Context: an optimization exercise on an open-source flow, tuned for small area and a short achievable clock period. The choices shown serve that exercise and are no tape-out recipe. The RTL was checked by simulation tests, not by an equivalence proof against the original design.

Setup of old:
==> flow/design.v <==
package usb_eps_pkg;
    localparam int unsigned EPS_AW = 8;
    localparam int unsigned EPS_DW = 16;
    typedef enum logic [1:0] {
        H_IDLE = 2'b00,
        H_WAIT = 2'b01,
        H_DONE = 2'b10
    } host_st_e;
    typedef enum logic [1:0] {
        TAG_NONE = 2'b00,
        TAG_ENG  = 2'b01,
        TAG_HOST = 2'b10
    } tag_e;
endpackage
module usb_eps_ram #(
    parameter int unsigned AW = 8,
    parameter int unsigned DW = 16,
    parameter int unsigned NP = 8             
) (
    input  logic                 clk_i,
    input  logic [2**(AW/2)-1:0] whi_ni,      
    input  logic [2**(AW/2)-1:0] wlo_ni,      
    input  logic [2**AW-1:0]     rsel_i,      
    input  logic [DW-1:0]        wdata_i,
    output logic [DW-1:0]        rdata_o      
);
    localparam int unsigned NW = 2**AW;
    localparam int unsigned NH = 2**(AW/2);
    localparam int unsigned LK = 3;                   
    localparam int unsigned NL = (NW + LK - 1) / LK;  
    localparam int unsigned GL = (NL + NP - 1) / NP;  
    localparam int unsigned NQ = (GL + 3) / 4;        
    logic [NW-1:0]         mem [DW];          
    logic [NW-1:0]         wsel;
    logic [NP-1:0][DW-1:0] part_nd, part_nq;
    for (genvar w = 0; w < NW; w++) begin : g_word
        usb_eps_wl u_wsel (.a_ni(whi_ni[w / NH]), .b_ni(wlo_ni[w % NH]), .y_o(wsel[w]));
        for (genvar b = 0; b < DW; b++) begin : g_bit
            always_ff @(posedge clk_i) begin
                if (wsel[w]) begin
                    mem[b][w] <= wdata_i[b];
                end
            end
        end
    end
    for (genvar b = 0; b < DW; b++) begin : g_bit
        logic [NL-1:0] leaf_n;
        for (genvar l = 0; l < NL; l++) begin : g_leaf
            localparam int unsigned K = (NW - l*LK < LK) ? NW - l*LK : LK;
            usb_eps_rdleaf #(.K(K)) u_leaf (
                .sel_i (rsel_i[l*LK +: K]),
                .d_i   (mem[b][l*LK +: K]),
                .y_no  (leaf_n[l])
            );
        end
        for (genvar p = 0; p < NP; p++) begin : g_part
            localparam int unsigned L0 = p*GL;
            localparam int unsigned PL = (NL - L0 < GL) ? NL - L0 : GL;
            localparam int unsigned PQ = (PL + 3) / 4;
            logic [PQ-1:0] quad;
            for (genvar q = 0; q < PQ; q++) begin : g_quad
                localparam int unsigned K = (PL - q*4 < 4) ? PL - q*4 : 4;
                usb_eps_nand #(.K(K)) u_nand (.a_i(leaf_n[L0 + q*4 +: K]), .y_o(quad[q]));
            end
            usb_eps_nor #(.K(PQ)) u_nor (.a_i(quad), .y_o(part_nd[p][b]));
        end
    end
    always_ff @(posedge clk_i) begin
        part_nq <= part_nd;
    end
    always_comb begin
        rdata_o = '0;
        for (int p = 0; p < NP; p++) begin
            rdata_o = rdata_o | ~part_nq[p];
        end
    end
endmodule
module usb_eps_rdleaf #(
    parameter int unsigned K = 12
) (
    input  logic [K-1:0] sel_i,
    input  logic [K-1:0] d_i,
    output logic         y_no
);
    assign y_no = ~|(sel_i & d_i);
endmodule
module usb_eps_wl (
    input  logic a_ni,
    input  logic b_ni,
    output logic y_o
);
    assign y_o = ~(a_ni | b_ni);
endmodule
module usb_eps_nand #(
    parameter int unsigned K = 4
) (
    input  logic [K-1:0] a_i,
    output logic         y_o
);
    assign y_o = ~&a_i;
endmodule
module usb_eps_nor #(
    parameter int unsigned K = 3
) (
    input  logic [K-1:0] a_i,
    output logic         y_o
);
    assign y_o = ~|a_i;
endmodule
import usb_eps_pkg::*;
module usb_eps_arb #(
    parameter int unsigned AW = usb_eps_pkg::EPS_AW,
    parameter int unsigned DW = usb_eps_pkg::EPS_DW
) (
    input  logic          clk,
    input  logic          rst,
    input  logic          eps_read_0,
    input  logic          eps_write_0,
    input  logic          eps_zero_0,
    input  logic [AW-1:0] eps_addr_0,
    input  logic [DW-1:0] eps_wrdata_0,
    output logic [DW-1:0] eps_rddata_3,
    input  logic          host_req,
    input  logic          host_we,
    input  logic [AW-1:0] host_addr,
    input  logic [DW-1:0] host_wdata,
    output logic [DW-1:0] host_rdata,
    output logic          host_ack,
    output logic          host_busy
);
    localparam int unsigned HW = AW / 2;
    localparam int unsigned NH = 2**HW;
    logic          eng_cmd, grant, init_busy, init_next;
    logic          busy_q, host_busy_q;
    logic          init_q;
    logic [AW-1:0] init_cnt_q;
    always_ff @(posedge clk) begin
        if (rst) begin
            init_q     <= 1'b1;
            init_cnt_q <= '0;
        end else if (init_q) begin
            init_cnt_q <= init_cnt_q + 1'b1;
            if (&init_cnt_q) begin
                init_q <= 1'b0;
            end
        end
    end
    assign init_busy = init_q;
    assign init_next = rst | (init_q & ~&init_cnt_q);
    assign eng_cmd = eps_read_0 | eps_write_0;
    assign grant   = ~busy_q & host_req & ~eng_cmd;
    function automatic logic [NH-1:0] dec(input logic [HW-1:0] a);
        for (int i = 0; i < NH; i++) begin
            dec[i] = (a == HW'(i));
        end
    endfunction
    logic [NH-1:0] e_hi, e_lo, h_hi, h_lo, r_hi, r_lo, w_hi, w_lo;
    logic          h_we;
    logic [DW-1:0] wdata_m;
    assign e_hi    = dec(eps_addr_0[AW-1:HW]);
    assign e_lo    = dec(eps_addr_0[HW-1:0]);
    assign h_hi    = dec(host_addr[AW-1:HW]);
    assign h_lo    = dec(host_addr[HW-1:0]);
    assign h_we    = grant & host_we;
    assign r_hi    = eng_cmd ? e_hi : h_hi;
    assign r_lo    = eng_cmd ? e_lo : h_lo;
    assign w_hi    = (eps_write_0 ? e_hi : '0) | (h_we ? h_hi : '0) | {NH{init_busy}};
    assign w_lo    = r_lo | {NH{init_busy}};
    assign wdata_m = eng_cmd ? (eps_zero_0 ? '0 : eps_wrdata_0) : host_wdata;
    logic [NH-1:0]      whi_nq, wlo_nq;
    logic [2**AW-1:0]   rsel_q;
    logic [DW-1:0]      wdata_q;
    logic               e_rd_q, h_rd_q, h1_q;
    always_ff @(posedge clk) begin
        whi_nq  <= ~w_hi;
        wlo_nq  <= ~w_lo;
        for (int w = 0; w < 2**AW; w++) begin
            rsel_q[w] <= r_hi[w / NH] & r_lo[w % NH];
        end
        wdata_q <= init_busy ? '0 : wdata_m;
    end
    always_ff @(posedge clk) begin
        if (rst) begin
            e_rd_q <= 1'b0;
            h_rd_q <= 1'b0;
            h1_q   <= 1'b0;
        end else begin
            e_rd_q <= eps_read_0 & ~eps_write_0 & ~init_busy;
            h_rd_q <= grant & ~host_we;
            h1_q   <= grant;
        end
    end
    logic [DW-1:0] ram_rdata;
    usb_eps_ram #(
        .AW (AW),
        .DW (DW)
    ) u_ram (
        .clk_i   (clk),
        .whi_ni  (whi_nq),
        .wlo_ni  (wlo_nq),
        .rsel_i  (rsel_q),
        .wdata_i (wdata_q),
        .rdata_o (ram_rdata)
    );
    logic e_rd2_q, h_rd2_q, h2_q;
    always_ff @(posedge clk) begin
        if (rst) begin
            e_rd2_q <= 1'b0;
            h_rd2_q <= 1'b0;
            h2_q    <= 1'b0;
        end else begin
            e_rd2_q <= e_rd_q;
            h_rd2_q <= h_rd_q;
            h2_q    <= h1_q;
        end
    end
    logic [DW-1:0] eps_rddata_q, host_rdata_q;
    logic          host_ack_q, h3_q;
    always_ff @(posedge clk) begin
        if (rst) begin
            host_ack_q   <= 1'b0;
            eps_rddata_q <= '0;
            host_rdata_q <= '0;
        end else begin
            host_ack_q <= h2_q;
            if (e_rd2_q) begin
                eps_rddata_q <= ram_rdata;
            end
            if (h_rd2_q) begin
                host_rdata_q <= ram_rdata;
            end
        end
    end
    always_ff @(posedge clk) begin
        h3_q        <= h2_q;
        busy_q      <= init_next | grant | h1_q | h2_q | h3_q;
        host_busy_q <= init_next | grant | h1_q | h2_q | host_ack_q;
    end
    assign eps_rddata_3 = eps_rddata_q;
    assign host_rdata   = host_rdata_q;
    assign host_ack     = host_ack_q;
    assign host_busy    = host_busy_q;
endmodule
Settings: LEC_CHECK=0, CAP_MARGIN=20, CORE_MARGIN=2, CORE_UTILIZATION=60, CTS_CLUSTER_DIAMETER=90, CTS_CLUSTER_SIZE=26, SETUP_SLACK_MARGIN=2.2, SLEW_MARGIN=20, SYNTH_HIERARCHICAL=1; clock period 4.5 ns.
run.sh (not shown) runs the stock make flow with config.mk's settings and CLKGATE_MAP_FILE= SYNTH_SCRIPT=/design/flow/synth_recipe.tcl, a recipe that flattens the netlist after the stock synthesis.
old: done, clean on timing, DRC and antenna
> inputs changed (old -> new)
# old
export LEC_CHECK = 0
export CAP_MARGIN = 20
export CORE_MARGIN = 2
export CORE_UTILIZATION = 60
export CTS_CLUSTER_DIAMETER = 90
export CTS_CLUSTER_SIZE = 26
export SETUP_SLACK_MARGIN = 2.2
export SLEW_MARGIN = 20
export SYNTH_HIERARCHICAL = 1
create_clock -name core_clock -period 4.5 [get_ports {clk}]
# new
export LEC_CHECK = 0
export CAP_MARGIN = 20
export CORE_MARGIN = 2
export CORE_UTILIZATION = 60
export CTS_CLUSTER_DIAMETER = 90
export CTS_CLUSTER_SIZE = 26
export SETUP_SLACK_MARGIN = 2.3
export SLEW_MARGIN = 20
export SYNTH_HIERARCHICAL = 1
create_clock -name core_clock -period 4.5 [get_ports {clk}]
--- outcome ---
Iteration count of the initial detailed-routing pass (lower): old. Going from old to new, highest net fanout along the worst path -15, routed wire length roughly the same, number of antenna violations at the first check in global routing +3. The sequential cell area of old and that of new are within noise of each other. old -> new: maximum root-to-sink buffer count delta 0, exact match. The endpoint of the most critical setup path comes out rsel_q[243] in one run and eps_rddata_3[9] in the other, namely in old and new respectively.


Starts from the design.v that is shown in full above.
clock: 4.5 ns
lec_check: 0
cap_margin: 20
core_margin: 2
core_utilization: 60
cts_cluster_diameter: 100
cts_cluster_size: 30
setup_slack_margin: 2.3
slew_margin: 20
synth_hierarchical: 1
Then changed:
--- a/flow/config.mk
+++ b/flow/config.mk
@@ -7,9 +7,9 @@
 export LEC_CHECK = 0
-export CAP_MARGIN = 20
+export CAP_MARGIN = 10
 export CORE_MARGIN = 2
-export CORE_UTILIZATION = 60
+export CORE_UTILIZATION = 65
 export CTS_CLUSTER_DIAMETER = 100
 export CTS_CLUSTER_SIZE = 30
-export SETUP_SLACK_MARGIN = 2.3
-export SLEW_MARGIN = 20
+export SETUP_SLACK_MARGIN = 2.25
+export SLEW_MARGIN = 10
 export SYNTH_HIERARCHICAL = 1
First-iteration DRC count rises by 1.7%.
Routed wire length drops by 1.7%.
Global-route usage climbs by 2.2 points.
Worst setup slack is worse by 0.0040 ns.
Worst hold slack improved by 0.11 ns.
Synthesized area does not change.

re-timing with driven ports:
The flow's constraints put no driver on any port. The routed layouts listed below were extracted and timed again, unchanged, in two steps.
Step 1, drivers: a clkbuf_16 drives clk and a buf_2 each remaining input, both assumed.
Step 2 moves the port delays by t, midway between the first and last clock arrival at a register: inputs arrive t later, outputs are due t later. That takes back most of the time a late clock gives input paths.
Slacks: ideal / step 1 / step 2; pairs: ideal / step 1.
run | t (ns) | slack for setup (ns) | worst setup path at the end
old | 0.969 | 2.168 / 2.127 / 1.279 | input to register
new | 0.976 | 2.164 / 2.047 / 1.299 | input to register
the first run of note 2 | 0.982 | 2.204 / 2.145 / 1.267 | input to register
the second run of note 2 | 0.969 | 2.200 / 2.159 / 1.216 | input to register
After both steps setup and hold are still met in every run listed. The setup slack of the second run of note 2, which loses most, moves by -0.041 ns with the drivers and by -0.984 ns with both steps.
